This is an optimization exercise on Yosys and OpenROAD, whose aim is small area and a short achievable clock period, not a production implementation.
No run shown here included a check of the RTL's function; only the layout flow was run.
Power is estimated from default activity; no workload was simulated.

--- flow/run.sh ---
#!/bin/bash
# synth_recipe.tcl (not shown) runs the flow's synth.tcl, then flattens the netlist and writes it again
# the make line also repeats each setting of config.mk as NAME=value (left out here)
make -C /OpenROAD-flow-scripts/flow DESIGN_CONFIG=/design/flow/config.mk WORK_HOME=/design/flow/orfs CLKGATE_MAP_FILE= SYNTH_SCRIPT=/design/flow/synth_recipe.tcl finish
--- flow/config.mk ---
export PLATFORM = sky130hd
export DESIGN_NAME = latency_histogram_counters_top
export DESIGN_NICKNAME = latency_histogram_counters_top
export VERILOG_FILES = /design/flow/design.v
export SDC_FILE = /design/flow/constraint.sdc
export NUM_CORES = 4
export LEC_CHECK = 0
export CAP_MARGIN = 20
export CORE_MARGIN = 2
export CORE_UTILIZATION = 40
export SLEW_MARGIN = 20
--- flow/design.v ---
package lhc_pkg;
  localparam int unsigned LIMIT_REGS = 7;
  localparam int unsigned CFG_IDX_W  = 3;
  localparam int unsigned CFG_DATA_W = 16;
  localparam int unsigned DUR_W      = 16;
  localparam int unsigned CNT_W      = 20;
  localparam int unsigned IDX_W      = 4;
  localparam logic [LIMIT_REGS*DUR_W-1:0] LIMIT_RESET = {
    16'd50000, 16'd20000, 16'd10000, 16'd5000,
    16'd2500, 16'd1000, 16'd500
  };
  localparam int unsigned IN_BEAT_W  = 3 + DUR_W;
  localparam int unsigned OUT_BEAT_W = IDX_W + CNT_W + 1;
  localparam int unsigned NUM_RESULTS = 14;
  localparam logic [2:0] CMD_RECORD   = 3'd0;
  localparam logic [2:0] CMD_TIMEOUT  = 3'd1;
  localparam logic [2:0] CMD_USER     = 3'd2;
  localparam logic [2:0] CMD_OVERFLOW = 3'd3;
  localparam logic [2:0] CMD_SNAPSHOT = 3'd4;
endpackage
module lhc_ctrl (
  input  logic       clk_i,
  input  logic       rst_ni,
  input  logic       in_valid_i,
  input  logic [2:0] command_i,
  output logic       in_stall_o,
  output logic       accept_o,
  input  logic       out_stall_i,
  output logic       out_valid_o,
  output logic       load_o,
  output logic [lhc_pkg::IDX_W-1:0] load_idx_o,
  output logic [lhc_pkg::IDX_W-1:0] out_idx_o,
  output logic       out_last_o
);
  logic dump_q, first_q, out_valid_q, last_q;
  logic [lhc_pkg::IDX_W-1:0] idx_q;
  logic snap, load, is_last;
  assign in_stall_o = dump_q;
  assign accept_o   = in_valid_i & ~dump_q;
  assign snap       = accept_o & (command_i == lhc_pkg::CMD_SNAPSHOT);
  assign load       = dump_q & (~out_valid_q | ~out_stall_i);
  assign is_last    = ~first_q & (idx_q == lhc_pkg::IDX_W'(lhc_pkg::NUM_RESULTS - 2));
  assign load_idx_o = first_q ? '0 : idx_q + 1'b1;
  assign load_o     = load;
  always_ff @(posedge clk_i or negedge rst_ni) begin
    if (!rst_ni) begin
      dump_q      <= 1'b0;
      first_q     <= 1'b0;
      out_valid_q <= 1'b0;
    end else begin
      dump_q      <= snap | (dump_q & ~(load & is_last));
      first_q     <= snap | (first_q & ~load);
      out_valid_q <= load | (out_valid_q & out_stall_i);
    end
  end
  always_ff @(posedge clk_i) begin
    if (load) begin
      idx_q  <= load_idx_o;
      last_q <= is_last;
    end
  end
  assign out_valid_o = out_valid_q;
  assign out_idx_o   = idx_q;
  assign out_last_o  = last_q;
endmodule
module lhc_dp (
  input  logic                  clk_i,
  input  logic                  rst_ni,
  input  logic                  cfg_we_i,
  input  logic [lhc_pkg::CFG_IDX_W-1:0]  cfg_index_i,
  input  logic [lhc_pkg::CFG_DATA_W-1:0] cfg_wdata_i,
  input  logic                  accept_i,
  input  logic [2:0]            command_i,
  input  logic [lhc_pkg::DUR_W-1:0] duration_i,
  input  logic                  load_i,
  input  logic [lhc_pkg::IDX_W-1:0] load_idx_i,
  output logic [lhc_pkg::CNT_W-1:0] out_value_o
);
  localparam int unsigned DUR_W = lhc_pkg::DUR_W;
  localparam int unsigned CNT_W = lhc_pkg::CNT_W;
  localparam int unsigned NLIM  = lhc_pkg::LIMIT_REGS;
  logic             rec_q, tmo_q, usr_q, ovf_q;
  logic [DUR_W-1:0] dur_q;
  logic             cwe_q;
  logic [2:0]       cidx_q;
  logic [DUR_W-1:0] cdat_q;
  always_ff @(posedge clk_i or negedge rst_ni) begin
    if (!rst_ni) begin
      rec_q <= 1'b0;
      tmo_q <= 1'b0;
      usr_q <= 1'b0;
      ovf_q <= 1'b0;
      cwe_q <= 1'b0;
    end else begin
      rec_q <= accept_i & (command_i == lhc_pkg::CMD_RECORD);
      tmo_q <= accept_i & (command_i == lhc_pkg::CMD_TIMEOUT);
      usr_q <= accept_i & (command_i == lhc_pkg::CMD_USER);
      ovf_q <= accept_i & (command_i == lhc_pkg::CMD_OVERFLOW);
      cwe_q <= cfg_we_i & (cfg_index_i != 3'd7);
    end
  end
  always_ff @(posedge clk_i) begin
    dur_q  <= duration_i;
    cidx_q <= cfg_index_i;
    cdat_q <= cfg_wdata_i;
  end
  logic [DUR_W-1:0] limit_q [NLIM];
  always_ff @(posedge clk_i or negedge rst_ni) begin
    if (!rst_ni) begin
      for (int i = 0; i < NLIM; i++) begin
        limit_q[i] <= lhc_pkg::LIMIT_RESET[i*DUR_W +: DUR_W];
      end
    end else if (cwe_q) begin
      limit_q[cidx_q] <= cdat_q;
    end
  end
  logic [CNT_W-1:0] sample_q, total_q, timeout_q, user_q, ovfc_q;
  logic [DUR_W-1:0] peak_q;
  always_ff @(posedge clk_i or negedge rst_ni) begin
    if (!rst_ni) begin
      sample_q  <= '0;
      total_q   <= '0;
      peak_q    <= '0;
      timeout_q <= '0;
      user_q    <= '0;
      ovfc_q    <= '0;
    end else begin
      if (rec_q) begin
        sample_q <= sample_q + 1'b1;
        total_q  <= total_q + CNT_W'(dur_q);
        if (dur_q > peak_q) peak_q <= dur_q;
      end
      if (tmo_q) timeout_q <= timeout_q + 1'b1;
      if (usr_q) user_q    <= user_q + 1'b1;
      if (ovf_q) ovfc_q    <= ovfc_q + 1'b1;
    end
  end
  logic [NLIM-1:0] le_q;
  logic            brec_q;
  logic [7:0]      bin_hit;
  logic [CNT_W-1:0] bin_q [8];
  always_ff @(posedge clk_i) begin
    for (int i = 0; i < NLIM; i++) le_q[i] <= (dur_q <= limit_q[i]);
  end
  always_ff @(posedge clk_i or negedge rst_ni) begin
    if (!rst_ni) brec_q <= 1'b0;
    else         brec_q <= rec_q;
  end
  always_comb begin
    logic none;
    none = 1'b1;
    for (int i = 0; i < NLIM; i++) begin
      bin_hit[i] = brec_q & none & le_q[i];
      none       = none & ~le_q[i];
    end
    bin_hit[7] = brec_q & none;
  end
  always_ff @(posedge clk_i or negedge rst_ni) begin
    if (!rst_ni) begin
      for (int i = 0; i < 8; i++) bin_q[i] <= '0;
    end else begin
      for (int i = 0; i < 8; i++) begin
        if (bin_hit[i]) bin_q[i] <= bin_q[i] + 1'b1;
      end
    end
  end
  logic [CNT_W-1:0] snap_val;
  always_comb begin
    case (load_idx_i)
      4'd0:    snap_val = sample_q;
      4'd1:    snap_val = total_q;
      4'd2:    snap_val = CNT_W'(peak_q);
      4'd3:    snap_val = bin_q[0];
      4'd4:    snap_val = bin_q[1];
      4'd5:    snap_val = bin_q[2];
      4'd6:    snap_val = bin_q[3];
      4'd7:    snap_val = bin_q[4];
      4'd8:    snap_val = bin_q[5];
      4'd9:    snap_val = bin_q[6];
      4'd10:   snap_val = bin_q[7];
      4'd11:   snap_val = timeout_q;
      4'd12:   snap_val = user_q;
      default: snap_val = ovfc_q;
    endcase
  end
  always_ff @(posedge clk_i) begin
    if (load_i) out_value_o <= snap_val;
  end
endmodule
module latency_histogram_counters_top (
  input  logic                  clk_i,
  input  logic                  rst_ni,
  input  logic                  cfg_we_i,
  input  logic [lhc_pkg::CFG_IDX_W-1:0]  cfg_index_i,
  input  logic [lhc_pkg::CFG_DATA_W-1:0] cfg_wdata_i,
  input  logic                  in_valid_i,
  output logic                  in_stall_o,
  input  logic [lhc_pkg::IN_BEAT_W-1:0]  in_beat_i,
  output logic                  out_valid_o,
  input  logic                  out_stall_i,
  output logic [lhc_pkg::OUT_BEAT_W-1:0] out_beat_o
);
  logic accept, load, last;
  logic [lhc_pkg::IDX_W-1:0] load_idx, out_idx;
  logic [lhc_pkg::CNT_W-1:0] out_value;
  lhc_ctrl u_ctrl (
    .clk_i       (clk_i),
    .rst_ni      (rst_ni),
    .in_valid_i  (in_valid_i),
    .command_i   (in_beat_i[18:16]),
    .in_stall_o  (in_stall_o),
    .accept_o    (accept),
    .out_stall_i (out_stall_i),
    .out_valid_o (out_valid_o),
    .load_o      (load),
    .load_idx_o  (load_idx),
    .out_idx_o   (out_idx),
    .out_last_o  (last)
  );
  lhc_dp u_dp (
    .clk_i       (clk_i),
    .rst_ni      (rst_ni),
    .cfg_we_i    (cfg_we_i),
    .cfg_index_i (cfg_index_i),
    .cfg_wdata_i (cfg_wdata_i),
    .accept_i    (accept),
    .command_i   (in_beat_i[18:16]),
    .duration_i  (in_beat_i[15:0]),
    .load_i      (load),
    .load_idx_i  (load_idx),
    .out_value_o (out_value)
  );
  assign out_beat_o = {out_idx, out_value, last};
endmodule
--- flow/constraint.sdc ---
create_clock -name core_clock -period 6.0 [get_ports {clk_i}]
set_input_delay 1.2000 -clock core_clock [delete_from_list [all_inputs] [get_ports {clk_i}]]
set_output_delay 1.2000 -clock core_clock [all_outputs]
set_load 0.01 [all_outputs]
==> impl_metrics.xml, run 1 <==
<?xml version="1.0" encoding="UTF-8"?>
<metrics>
  <group name="status">
    <metric name="status" unit="">complete, no violations</metric>
  </group>
  <group name="clock_network">
    <metric name="clk_latency" unit="ps">630</metric>
    <metric name="numCtsBuffers" unit="">53</metric>
    <metric name="max-clock-path-buffers" unit="">3</metric>
    <metric name="cts_repair_resize_count" unit="">0</metric>
    <metric name="tritoncts_clock_tree" unit="">done</metric>
    <metric name="cts_root_buf" unit="">sky130_fd_sc_hd__clkbuf_16</metric>
    <metric name="clock_tree.htree_level_count" unit="">2</metric>
    <metric name="num_clock_sinks" unit="">464</metric>
    <metric name="cts_hold_repair.buffers" unit="">0</metric>
    <metric name="buffers_inserted_by_post_cts_timing_repair" unit="">0</metric>
    <metric name="clkSlewWorstSetupHoldPaths" unit="ps">60</metric>
  </group>
  <group name="route">
    <metric name="route.final.wire_length" unit="um">76200</metric>
    <metric name="detail_route.wl_per_cell" unit="um">23.4</metric>
    <metric name="detail_route.first_pass.iterations" unit="">8</metric>
    <metric name="viasPerCell" unit="">5.74</metric>
    <metric name="detail-route-antenna-nets" unit="">0</metric>
    <metric name="detail_route.iter0.violations" unit="">1667</metric>
    <metric name="vias" unit="">18700</metric>
    <metric name="drc" unit="">0</metric>
  </group>
  <group name="logic_synthesis">
    <metric name="ys_flop_type" unit="">sky130_fd_sc_hd__dfrtp_1</metric>
    <metric name="synth.cells.most_frequent" unit="">sky130_fd_sc_hd__dfrtp_1 (359), sky130_fd_sc_hd__nand2_1 (225), sky130_fd_sc_hd__xnor2_1 (174)</metric>
    <metric name="synthMostInstantiatedCell" unit="">sky130_fd_sc_hd__dfrtp_1</metric>
    <metric name="yosysUniqueCellTypes" unit="">87</metric>
    <metric name="synth.yosys.warnings" unit="">4</metric>
    <metric name="post_synth_inst_count" unit="">2359</metric>
    <metric name="syn-mean-instance-area" unit="um2">10.4</metric>
    <metric name="yosysTopAreaCellShare" unit="%">36.7</metric>
    <metric name="seq_area_frac_synth" unit="%">47.2</metric>
    <metric name="synth-edff-count" unit="">25</metric>
    <metric name="post_synth_instance_area" unit="mm2">0.0245</metric>
    <metric name="async_flop_share" unit="%">85.6</metric>
    <metric name="ys_ff_latch" unit="">464</metric>
    <metric name="synthTopCellsByArea" unit="">sky130_fd_sc_hd__dfrtp_1 (37%), sky130_fd_sc_hd__ha_1 (8.1%), sky130_fd_sc_hd__xnor2_1 (6.2%), sky130_fd_sc_hd__mux2_2 (4.6%), sky130_fd_sc_hd__dfstp_2 (4.1%)</metric>
    <metric name="syn-num-nets" unit="">2561</metric>
    <metric name="library_cell_occupying_the_most_area_in_the_post_synthesis_netlist" unit="">sky130_fd_sc_hd__dfrtp_1</metric>
  </group>
  <group name="finish">
    <metric name="finalNetCount" unit="">2636</metric>
    <metric name="stdcell_count" unit="">3261</metric>
    <metric name="fillCellCount" unit="">5548</metric>
    <metric name="area_growth_syn_to_layout" unit="%">14.1</metric>
    <metric name="post_route_cells_drive_above_1_share" unit="%">11.3</metric>
    <metric name="fin_util" unit="%">46.2</metric>
  </group>
  <group name="timing">
    <metric name="timing.max_slew.rel_slack" unit="%">27.3</metric>
    <metric name="period_share" unit="%">71.6</metric>
    <metric name="worst_slew_pin_slew" unit="ps">1090</metric>
    <metric name="final_hold_viol_count" unit="">0</metric>
    <metric name="timing.fmax" unit="MHz">233</metric>
    <metric name="worst_clock_skew_on_the_final_layout" unit="ps">34.0</metric>
    <metric name="report.final.setup_viol" unit="">0</metric>
    <metric name="timing.setup.tns" unit="ps">0</metric>
    <metric name="final-max-slew-violation-count" unit="">0</metric>
    <metric name="grt_setup_unrepaired" unit="">false</metric>
    <metric name="setup_ws" unit="ps">1710</metric>
    <metric name="holdWs" unit="ps">442</metric>
    <metric name="finalCriticalPeriod" unit="ps">4290</metric>
  </group>
  <group name="placement">
    <metric name="dp.cells" unit="">3160</metric>
    <metric name="dp_hpwl" unit="um">55900</metric>
    <metric name="place_ws" unit="ps">1820</metric>
    <metric name="portBuffers" unit="">69</metric>
    <metric name="gpl.final_weighted_congestion" unit="">0.995</metric>
  </group>
  <group name="pwr">
    <metric name="total_leakage_power" unit="nW">12.3</metric>
    <metric name="largest_vdd_supply_drop" unit="mV">0.215</metric>
    <metric name="power_density" unit="mW/mm2">401</metric>
  </group>
  <group name="setup_path">
    <metric name="critPathRequiredTime" unit="ps">6350</metric>
    <metric name="rrSetupSlack" unit="ps">1710</metric>
    <metric name="worst-endpoint-arrival" unit="ps">4650</metric>
    <metric name="setup.worst_path.class" unit="">register to register</metric>
    <metric name="rr_startpoint" unit="">u_ctrl.idx_q[0]</metric>
    <metric name="critical_path.max_fanout" unit="">22</metric>
    <metric name="worstSetupStartpointType" unit="">register</metric>
    <metric name="cp-startpoint" unit="">u_ctrl.idx_q[0]</metric>
    <metric name="endpoint_kind" unit="">register</metric>
  </group>
  <group name="global_route">
    <metric name="globalRoute.totalOverflow" unit="">0</metric>
    <metric name="groute.usage.overall" unit="%">24.1</metric>
    <metric name="grt_start_max_net_pins" unit="">120</metric>
    <metric name="number_of_global_route_vias_before_repair" unit="">18500</metric>
    <metric name="antenna_found_initial" unit="">1</metric>
    <metric name="grt_first_pass_wirelength" unit="um">116000</metric>
  </group>
  <group name="run">
    <metric name="number_of_maximum_capacitance_constraint_violations" unit="">0</metric>
  </group>
  <group name="floorplanning">
    <metric name="ios" unit="">70</metric>
    <metric name="floorplan.die_area" unit="mm2">0.0633</metric>
    <metric name="fp-row-count" unit="">90</metric>
    <metric name="coreArea" unit="mm2">0.0605</metric>
    <metric name="die_height" unit="um">252</metric>
    <metric name="start_util" unit="%">40.5</metric>
    <metric name="floorplan.die.width" unit="um">252</metric>
  </group>
  <group name="min_path">
    <metric name="hold_class" unit="">primary input to async pin</metric>
  </group>
</metrics>
## placed cells by master, fill, tap and decap left out, drive strengths merged, types with 28 or more instances in the layout
cell / netlist / layout
and3: 52 / 52
nor2: 125 / 125
nand3: 100 / 100
clkdlybuf4s50: 0 / 68
xnor2: 174 / 174
a21oi: 65 / 65
dfstp: 38 / 38
nand2: 225 / 225
a22oi: 48 / 48
o21a: 31 / 31
inv: 142 / 146
mux2: 100 / 100
ha: 158 / 158
dfxtp: 42 / 42
nand4: 87 / 87
o21ai: 118 / 118
a21o: 28 / 28
dfrtp: 359 / 359
nor3: 40 / 40
xor2: 69 / 69
clkbuf: 32 / 77
## critical path, cell delays in order, from the launching register on
cell and delay [ps]:
sky130_fd_sc_hd__edfxtp_1 880, sky130_fd_sc_hd__clkinv_1 160, sky130_fd_sc_hd__buf_4 260, sky130_fd_sc_hd__ha_1 330, sky130_fd_sc_hd__buf_4 230, sky130_fd_sc_hd__nand2b_1 290, sky130_fd_sc_hd__buf_4 260, sky130_fd_sc_hd__inv_1 180
sky130_fd_sc_hd__nand3_1 180, sky130_fd_sc_hd__o21ai_1 280, sky130_fd_sc_hd__a222oi_1 490, sky130_fd_sc_hd__o211ai_1 140, sky130_fd_sc_hd__or3_1 330
## where the power goes
| part | internal (mW) | total, mW | switching [mW] |
|---|---|---|---|
| sequential | 3.71 | 4.31 | 0.594 |
| clock | 2.04 | 3.45 | 1.41 |
| combinational | 1.36 | 3.45 | 2.08 |
| total | 7.12 | 11.2 | 4.08 |
## state kept, by name, summed over array words and instances, names as in the netlist, 3 cells and up
| signal | flops |
|---|---|
| u_dp.limit_q | 112 |
| u_dp.cdat_q | 16 |
| u_dp.ovfc_q | 20 |
| u_dp.peak_q | 16 |
| u_dp.out_value_o | 20 |
| u_dp.timeout_q | 20 |
| u_dp.sample_q | 20 |
| u_dp.cidx_q | 3 |
| u_dp.le_q | 7 |
| u_dp.total_q | 20 |
| u_dp.bin_q | 160 |
| u_dp.dur_q | 16 |
| u_ctrl.idx_q | 4 |
| u_dp.user_q | 20 |
## layer usage
| metal | vias to the layer above | track usage (%) | routed length [um] |
|---|---|---|---|
| met5 | - | 0 | 0 |
| li1 | 8610 | - | - |
| met4 | 0 | 10.0 | 3040 |
| met1 | 9379 | 33.3 | 33900 |
| met3 | 157 | 4.12 | 4960 |
| met2 | 562 | 37.6 | 34400 |
## cell type report
class                   instances  area [um2]  area share [%]
multi-input cells            1677       12100            43.1
flip-flops and latches        464       11600            41.4
clock buffers                  77        1600            5.72
well taps                     782         978            3.50
repair buffers                 94         928            3.32
inverters                     144         541            1.93
clock inverters                22         284            1.02
diodes                          1        2.50         0.00895
## path summary, 6_finish.rpt
path / cells past startpoint / end
worst min-delay path: 1 / u_dp.bin_q[3][1]
max in group asynchronous: 3 / u_dp.limit_q[3][0]
worst max-delay path: 12 / u_dp.out_value_o[5]
min in group core_clock: 1 / u_dp.bin_q[6][19]
worst min register to register: 1 / u_dp.bin_q[6][19]
worst max register to register: 12 / u_dp.out_value_o[5]
## metrics by stage
| stage | cell area (um2) | power [mW] |
|---|---|---|
| final | 28000 | 11.2 |
| after detailed placement | 26100 | 7.73 |
| after global routing | 28000 | 11.8 |
| after CTS | 27900 | 11.2 |
| after floorplan | 24500 | 6.39 |
| after global placement | 26100 | 7.65 |
## logic make-up after synthesis
| logic type | share of synthesized area [%] |
|---|---|
| flops | 47.2 |
| xor+xnor | 8.69 |
| buf+inv | 3.64 |
| fa+ha+maj | 8.15 |
| mux | 5.31 |
| simple gates | 15.0 |
| compound gates | 12.0 |
==> run 2, diff against run 1 <==
--- a/flow/config.mk
+++ b/flow/config.mk
@@ -6,6 +6,8 @@
 export NUM_CORES = 4
 export LEC_CHECK = 0
+export ABC_CLOCK_PERIOD_IN_PS = 2300
 export CAP_MARGIN = 20
 export CORE_MARGIN = 2
 export CORE_UTILIZATION = 40
+export SETUP_SLACK_MARGIN = 3.7
 export SLEW_MARGIN = 20
==> run 2 against run 1 <==
Effect of this change:
- still clean on timing, DRC and antenna
- register-to-register slack better by 1600 ps
- sequential cell count unchanged
- setup slack better by 1600 ps
- synthesized cell count unchanged
- combinational power up 55%
- clock power up 2%
- count of clock-buffer cells in the layout down 2
- critical endpoint is now u_dp.out_value_o[6]
- largest power group is now combinational cells
==> impl_metrics.xml, run 2 <==
<?xml version="1.0" encoding="UTF-8"?>
<metrics>
  <group name="timing">
    <metric name="worst_clock_skew_on_the_final_layout" unit="ps">58.1</metric>
    <metric name="timing.max_slew.rel_slack" unit="%">33.8</metric>
    <metric name="finalCriticalPeriod" unit="ps">2730</metric>
    <metric name="report.final.setup_viol" unit="">0</metric>
    <metric name="grt_setup_unrepaired" unit="">true</metric>
    <metric name="timing.fmax" unit="MHz">367</metric>
    <metric name="final-max-slew-violation-count" unit="">0</metric>
    <metric name="worst_slew_pin_slew" unit="ps">988</metric>
    <metric name="period_share" unit="%">45.5</metric>
    <metric name="final_hold_viol_count" unit="">0</metric>
    <metric name="timing.setup.tns" unit="ps">0</metric>
  </group>
  <group name="logic_synthesis">
    <metric name="ys_ff_latch" unit="">464</metric>
    <metric name="synth_compound_area_share" unit="%">12.0</metric>
    <metric name="synth-edff-count" unit="">25</metric>
    <metric name="async_flop_share" unit="%">85.6</metric>
    <metric name="yosysTopAreaCellShare" unit="%">36.7</metric>
    <metric name="syn-mean-instance-area" unit="um2">10.4</metric>
    <metric name="synth_top_family_by_area" unit="">simple AND/OR/NAND/NOR gates</metric>
    <metric name="synth.mux.area_fraction" unit="%">5.31</metric>
    <metric name="synth-xor-area-share" unit="%">8.69</metric>
    <metric name="synth.yosys.warnings" unit="">4</metric>
    <metric name="seq_area_frac_synth" unit="%">47.2</metric>
    <metric name="ys_flop_type" unit="">sky130_fd_sc_hd__dfrtp_1</metric>
    <metric name="synthMostInstantiatedCell" unit="">sky130_fd_sc_hd__dfrtp_1</metric>
    <metric name="yosysUniqueCellTypes" unit="">87</metric>
    <metric name="synth_adder_area_share" unit="%">8.15</metric>
    <metric name="synth_simple_gate_area_share" unit="%">15.0</metric>
    <metric name="library_cell_occupying_the_most_area_in_the_post_synthesis_netlist" unit="">sky130_fd_sc_hd__dfrtp_1</metric>
    <metric name="synth.cells.most_frequent" unit="">sky130_fd_sc_hd__dfrtp_1 (359), sky130_fd_sc_hd__nand2_1 (225), sky130_fd_sc_hd__xnor2_1 (174)</metric>
    <metric name="syn-num-nets" unit="">2561</metric>
    <metric name="post_synth_instance_area" unit="mm2">0.0245</metric>
    <metric name="synthTopCellsByArea" unit="">sky130_fd_sc_hd__dfrtp_1 (37%), sky130_fd_sc_hd__ha_1 (8.1%), sky130_fd_sc_hd__xnor2_1 (6.2%), sky130_fd_sc_hd__mux2_2 (4.6%), sky130_fd_sc_hd__dfstp_2 (4.1%)</metric>
    <metric name="post_synth_inst_count" unit="">2359</metric>
  </group>
  <group name="floorplanning">
    <metric name="die_height" unit="um">252</metric>
    <metric name="coreArea" unit="mm2">0.0605</metric>
    <metric name="ios" unit="">70</metric>
    <metric name="floorplan.die.width" unit="um">252</metric>
    <metric name="fp-row-count" unit="">90</metric>
    <metric name="start_util" unit="%">40.5</metric>
    <metric name="floorplan.die_area" unit="mm2">0.0633</metric>
  </group>
  <group name="global_route">
    <metric name="groute.layer.met1.usage" unit="%">36.0</metric>
    <metric name="number_of_global_route_vias_before_repair" unit="">19500</metric>
    <metric name="antenna_found_initial" unit="">0</metric>
    <metric name="groute.usage.overall" unit="%">26.1</metric>
    <metric name="met3_usage" unit="%">3.52</metric>
    <metric name="globalRoute.totalOverflow" unit="">0</metric>
    <metric name="globalRoute.busiestLayer" unit="">met2</metric>
    <metric name="grt_first_pass_wirelength" unit="um">124000</metric>
    <metric name="grt_start_max_net_pins" unit="">130</metric>
    <metric name="global_route.usage.met2" unit="%">40.6</metric>
  </group>
  <group name="setup_path">
    <metric name="worstSetupStartpointType" unit="">register</metric>
    <metric name="critical-path-slowest-cell" unit="">sky130_fd_sc_hd__edfxtp_1</metric>
    <metric name="critPathRequiredTime" unit="ps">6370</metric>
    <metric name="cp-startpoint" unit="">u_ctrl.idx_q[1]</metric>
    <metric name="setup.worst_path.class" unit="">register to register</metric>
    <metric name="cp_slowest_stage_delay" unit="ps">430</metric>
    <metric name="worst-endpoint-arrival" unit="ps">3100</metric>
    <metric name="critical_path.max_fanout" unit="">11</metric>
    <metric name="cp_common_cell" unit="">sky130_fd_sc_hd__buf_6</metric>
    <metric name="path_cells" unit="">buf_4 -&gt; inv_2 -&gt; ha_4 -&gt; buf_12 -&gt; o21ai_2 -&gt; buf_6 -&gt; a21oi_1 -&gt; buf_6 -&gt; a211oi_2 -&gt; nand4_1 -&gt; o32a_1</metric>
    <metric name="rr_startpoint" unit="">u_ctrl.idx_q[1]</metric>
    <metric name="endpoint_kind" unit="">register</metric>
  </group>
  <group name="pwr">
    <metric name="switching_power" unit="mW">4.87</metric>
    <metric name="total_leakage_power" unit="nW">13.5</metric>
    <metric name="power.share.sequential" unit="%">32.5</metric>
    <metric name="combPwrFrac" unit="%">40.7</metric>
    <metric name="largest_vdd_supply_drop" unit="mV">0.340</metric>
    <metric name="power_density" unit="mW/mm2">430</metric>
    <metric name="power_internal" unit="mW">8.27</metric>
    <metric name="p_sw_share" unit="%">37.1</metric>
    <metric name="clock_power_share" unit="%">26.8</metric>
  </group>
  <group name="clock_network">
    <metric name="clk_latency" unit="ps">630</metric>
    <metric name="clock_tree.htree_level_count" unit="">2</metric>
    <metric name="clkSlewWorstSetupHoldPaths" unit="ps">60</metric>
    <metric name="numCtsBuffers" unit="">54</metric>
    <metric name="num_clock_sinks" unit="">464</metric>
    <metric name="cts_root_buf" unit="">sky130_fd_sc_hd__clkbuf_16</metric>
    <metric name="tritoncts_clock_tree" unit="">done</metric>
    <metric name="max-clock-path-buffers" unit="">3</metric>
    <metric name="cts_hold_repair.buffers" unit="">0</metric>
  </group>
  <group name="route">
    <metric name="drc" unit="">0</metric>
    <metric name="detail_route.wl_per_cell" unit="um">24.4</metric>
    <metric name="viasPerCell" unit="">5.83</metric>
    <metric name="route.final.wire_length" unit="um">82900</metric>
    <metric name="detail_route.first_pass.iterations" unit="">7</metric>
    <metric name="detail-route-antenna-nets" unit="">0</metric>
    <metric name="detail_route.iter0.violations" unit="">1771</metric>
    <metric name="vias" unit="">19900</metric>
  </group>
  <group name="min_path">
    <metric name="hold_path.startpoint" unit="">u_dp.timeout_q[19]</metric>
    <metric name="hold_class" unit="">register to register</metric>
  </group>
  <group name="finish">
    <metric name="stdcell_count" unit="">3405</metric>
    <metric name="post_route_cells_drive_above_1_share" unit="%">23.6</metric>
    <metric name="fillCellCount" unit="">5433</metric>
    <metric name="largestRegisters" unit="">u_dp.bin_q: 160 flops, u_dp.limit_q: 112 flops</metric>
    <metric name="diodes" unit="">0</metric>
    <metric name="finalNetCount" unit="">2780</metric>
    <metric name="top_reg_by_flops" unit="">u_dp.bin_q</metric>
    <metric name="largest_register_ffs" unit="">160</metric>
    <metric name="area_growth_syn_to_layout" unit="%">24.5</metric>
    <metric name="mostFrequentLayoutCell" unit="">sky130_fd_sc_hd__dfrtp_1</metric>
    <metric name="mostFrequentLayoutCells" unit="">sky130_fd_sc_hd__dfrtp_1 (348), sky130_fd_sc_hd__nand2_1 (220), sky130_fd_sc_hd__xnor2_1 (171)</metric>
  </group>
  <group name="placement">
    <metric name="dp.cells" unit="">3155</metric>
    <metric name="dp_hpwl" unit="um">57200</metric>
    <metric name="gpl.final_weighted_congestion" unit="">0.973</metric>
    <metric name="portBuffers" unit="">69</metric>
  </group>
  <group name="run">
    <metric name="number_of_maximum_capacitance_constraint_violations" unit="">0</metric>
  </group>
  <group name="status">
    <metric name="status" unit="">complete, no violations</metric>
  </group>
</metrics>
run 2: power groups by stage:
stage | combinational [mW] | clock [mW] | sequential, mW
5_1_grt | 5.64 | 3.71 | 4.30
3_5_place_dp | 3.47 | 0 | 4.35
4_1_cts | 4.80 | 3.57 | 4.23
3_3_place_gp | 3.39 | 0 | 4.35
2_1_floorplan | 2.45 | 0 | 4.06
6_report | 5.35 | 3.52 | 4.27
run 2: metrics by stage:
stage	hold slack (ps)	power [mW]	utilization, %	setup slack, ps	area (um2)
floorplan	352	6.51	-	3410	24700
global placement	465	7.74	43.2	2690	26100
detailed placement	469	7.82	43.2	2600	26100
CTS	480	12.6	49.3	3400	29800
global route	495	13.7	50.5	3290	30500
finish	474	13.1	50.5	3270	30500
run 2: repair_timing:
action | in CTS | in global routing
cloned | 9 | 0
hold endpoints to repair | 0 | 0
pin swaps | 60 | 47
resized for setup | 299 | 115
setup buffers | 110 | 29
endpoints found under the setup margin | 136 | 119
run 2: cells by family (layout without fill, tap and decap cells):
kind of cell,Yosys count,in the layout
DFF,464,464
and+or+nand+nor,729,730
buffers and inverters,218,479
muxes,115,115
xor gates and xnor gates,243,243
AOI/OAI and AO/OA,431,433
adders and majority gates,159,159
run 2: final timing paths:
kind                            cells after the start  slack (ps)                   to
worst max-delay path                               11        3270  u_dp.out_value_o[6]
worst min-delay path                                1         470   u_dp.timeout_q[19]
worst max register to register                     11        3270  u_dp.out_value_o[6]
worst min register to register                      1         470   u_dp.timeout_q[19]
max in group asynchronous                           2        4030      u_dp.total_q[8]
min in group asynchronous                           1         630    u_dp.bin_q[4][14]
run 2: final cells by class:
type	count	area (um2)	area share, %
clock buffer	75	1520	4.98
clock inverter	26	392	1.28
inverter	144	562	1.84
multi-input combinational	1680	13200	43.2
sequential	464	11600	38.1
tap	782	978	3.21
timing repair buffer	234	2260	7.42
run 2: worst max-delay path, delay by kind of cell (launching register included):
| kind | cells | cell delay [ps] |
|---|---|---|
| DFF | 1 | 430 |
| adders and majority gates | 1 | 230 |
| and+or+nand+nor | 1 | 250 |
| AOI/OAI and AO/OA | 4 | 800 |
| buffers and inverters | 5 | 750 |
run 2: routing by layer:
layer	wire length, um	up-vias
met5	0	-
met4	4480	0
met3	5250	205
met2	37000	751
met1	36300	9981
li1	-	8918

[re-timing with driven ports]
The results above use ideal ports. As a check the final layouts listed here were re-extracted and re-timed, cells and wires unchanged. Step 1 sets driving cells, clkbuf_16 on the clock port and buf_2 on the other inputs (assumed; they add their load-dependent delay and slew). Step 2 moves the port delays by t, midway between the first and last clock arrival at a register: inputs arrive t later, outputs are due t later. That takes back most of the time a late clock gives input paths. Three values: ideal ports, drivers, drivers and shift; two values: the first two.
run	t (ns)	setup slack, ns	worst data-port slew with drivers (ns)
run 1	0.673	1.706 / 1.706 / 1.706	0.05
run 2	0.665	3.272 / 3.272 / 3.163	0.05
After both steps every run listed still meets setup and hold. The setup slack of run 2, which loses most, moves by 0.000 ns with the drivers and by -0.109 ns with both steps.
